What follows belongs to an exercise in optimizing a design on an open flow for small area, a short achievable clock period and few clock cycles per item; a production flow would make more cautious choices.
Function was checked by simulation only, so behaviour that the tests miss may differ from the original.

run A:
## hsv2rgb_top
module hsv2rgb_top (
	input  logic        clk,
	input  logic        arst_n,
	input  logic        start,
	output logic        busy,
	input  logic [12:0] hue,
	input  logic [6:0]  saturation,
	input  logic [6:0]  brightness,
	output logic        done,
	output logic [7:0]  red,
	output logic [7:0]  green,
	output logic [7:0]  blue,
	output logic        in_range
);
Size in the first run: ~1900 cells after synthesis, about 0.019 mm² of cells after synthesis.
==> flow/config.mk <==
export PLATFORM = sky130hd
export DESIGN_NAME = hsv2rgb_top
export DESIGN_NICKNAME = hsv2rgb_top
export VERILOG_FILES = /design/flow/design.v
export SDC_FILE = /design/flow/constraint.sdc
export NUM_CORES = 4
export LEC_CHECK = 0
export CAP_MARGIN = 20
export CORE_MARGIN = 2
export CORE_UTILIZATION = 40
export SETUP_SLACK_MARGIN = 4.3
export SLEW_MARGIN = 20
==> flow/constraint.sdc <==
create_clock -name core_clock -period 7.5 [get_ports {clk}]
set_input_delay 1.5000 -clock core_clock [delete_from_list [all_inputs] [get_ports {clk}]]
set_output_delay 1.5000 -clock core_clock [all_outputs]
set_load 0.01 [all_outputs]
run.sh (not shown) runs the stock make flow with config.mk's settings and CLKGATE_MAP_FILE= SYNTH_SCRIPT=/design/flow/synth_recipe.tcl, a recipe that flattens the netlist after the stock synthesis.
Testbench counts of run A, summed over its fixed seeds: cycles 16,048, items 16,000.
Inputs modified between run A and run B:
# run A
export LEC_CHECK = 0
export CAP_MARGIN = 20
export CORE_MARGIN = 2
export CORE_UTILIZATION = 40
export SETUP_SLACK_MARGIN = 4.3
export SLEW_MARGIN = 20
create_clock -name core_clock -period 7.5 [get_ports {clk}]
# run B
export LEC_CHECK = 0
export CAP_MARGIN = 20
export CORE_MARGIN = 2
export CORE_UTILIZATION = 40
export SETUP_SLACK_MARGIN = 4.0
export SLEW_MARGIN = 20
create_clock -name core_clock -period 7.5 [get_ports {clk}]
[summary]
Comparing the two runs side by side, run B comes out behind run A on minimum setup slack in the final design. Compared with run A, in run B sequential share of layout area comparable, fmax dropped about 8%. Compared with run A, in run B actual transition at the worst max-transition pin shrank by 4.6 ps; final cell count without fillers shrank by about 0.5%; met3 layer wire length in the routed design grew by 59 µm. Per the comparison of run B with run A, largest stage delay on the critical path went up.
What run C does differently from run B at the input level:
# run B
export LEC_CHECK = 0
export CAP_MARGIN = 20
export CORE_MARGIN = 2
export CORE_UTILIZATION = 40
export SETUP_SLACK_MARGIN = 4.0
export SLEW_MARGIN = 20
create_clock -name core_clock -period 7.5 [get_ports {clk}]
# run C
export LEC_CHECK = 0
export CAP_MARGIN = 20
export CORE_MARGIN = 2
export CORE_UTILIZATION = 40
export CTS_CLUSTER_DIAMETER = 100
export CTS_CLUSTER_SIZE = 25
export SETUP_SLACK_MARGIN = 4.5
export SLEW_MARGIN = 20
export TNS_END_PERCENT = 5
create_clock -name core_clock -period 7.5 [get_ports {clk}]
Findings:
- Run C: no failed stages, no open violations at the end
- Run B -> run C: count of non-CTS buffers in the layout increased by more than a quarter
- For fmax, dividing the value from run C by the value from run B gives 1.09.
- Measured against each other, run C and run B differ in non-clock buffering overhead in the final layout, the higher figure coming from run C.
- In terms of final wirelength, run B and run C differ only marginally.
- Sequential share of layout area (lower): run B
- Looking at clock latency at the later pin of the worst-skew pair across run C and run B, the one that comes out lower is run C.
Here is what was changed in the inputs of run D compared with run C.
# run C
export LEC_CHECK = 0
export CAP_MARGIN = 20
export CORE_MARGIN = 2
export CORE_UTILIZATION = 40
export CTS_CLUSTER_DIAMETER = 100
export CTS_CLUSTER_SIZE = 25
export SETUP_SLACK_MARGIN = 4.5
export SLEW_MARGIN = 20
export TNS_END_PERCENT = 5
create_clock -name core_clock -period 7.5 [get_ports {clk}]
# run D
export LEC_CHECK = 0
export CAP_MARGIN = 20
export CORE_MARGIN = 2
export CORE_UTILIZATION = 40
export SETUP_SLACK_MARGIN = 4.5
export SLEW_MARGIN = 20
create_clock -name core_clock -period 7.5 [get_ports {clk}]
==> results.txt <==
- Run D vs run C: number of buffers created by CTS up
- Comparing run C and run D, the lower count of clock buffers in the final design was measured on run C.
- From run C to run D the numbers moved as follows: worst hold-check slack was more or less identical; proportion of cell area occupied by multi-input gates went down by 1.6 points.
- Diff run C and run D: final weighted congestion in routability-driven placement higher in run D
- Going from run C to run D, routed wire length grew by a few percent.
--- input diff run D..run E ---
# run D
export LEC_CHECK = 0
export CAP_MARGIN = 20
export CORE_MARGIN = 2
export CORE_UTILIZATION = 40
export SETUP_SLACK_MARGIN = 4.5
export SLEW_MARGIN = 20
create_clock -name core_clock -period 7.5 [get_ports {clk}]
# run E
export LEC_CHECK = 0
export CAP_MARGIN = 20
export CORE_MARGIN = 2
export CORE_UTILIZATION = 40
export CTS_CLUSTER_DIAMETER = 120
export CTS_CLUSTER_SIZE = 30
export SETUP_SLACK_MARGIN = 4.5
export SLEW_MARGIN = 20
create_clock -name core_clock -period 7.5 [get_ports {clk}]
==> comparison <==
Measured against each other, run D and run E differ in number of DRC markers in iteration 0, the lower figure coming from run E.
Run comparison: run D beginning of the critical path u_core.sg6[1]; run E beginning of the critical path u_core.sg6[2]
Comparing run D and run E, the higher clock insertion delay at the later pin of the skew report is on run D.
Run E against run D: worst slew margin relative to its limit increased 0.32 points; maximum clock frequency increased 0.0022 GHz.
Diff run E..run D | well-tap cell count | unchanged
Re average routed wire per standard cell: run D was higher than run E.
Summary of run E over run D: via count lost about 1.7%; multi-input combinational area share now larger; sum of routed wire length over all layers fell by 3.0%.

==> port drivers added, routing unchanged <==
The flow's constraints put no driver on any port. The routed layouts listed below were extracted and timed again, unchanged, in two steps.
Step 1 assumes that a clkbuf_16 drives the clock port and a buf_2 every other input.
Step 2 adds t to the input delays and takes it off the output delays; t is the mean of the earliest and latest rising clock arrival at the registers after step 1. Input paths then give back, and output paths get back, about the clock's delay inside the block.
Three values: no drivers, after step 1, after step 2; two values: the first two.
run | t, ns | setup slack, ns | slew at the worst register clock pin (ns) | worst slew at a driven data input, ns
run A | 0.596 | 4.374 / 4.319 / 3.812 | 0.06 / 0.06 | 0.03
run B | 0.599 | 4.108 / 4.052 / 3.806 | 0.06 / 0.06 | 0.03
run C | 0.568 | 4.400 / 4.363 / 3.867 | 0.10 / 0.10 | 0.03
run D | 0.601 | 4.499 / 4.441 / 4.063 | 0.06 / 0.06 | 0.03
run E | 0.562 | 4.518 / 4.464 / 4.077 | 0.11 / 0.11 | 0.03
After both steps setup and hold are still met in every run listed. The setup slack of run A, which loses most, moves by -0.055 ns with the drivers and by -0.562 ns with both steps.
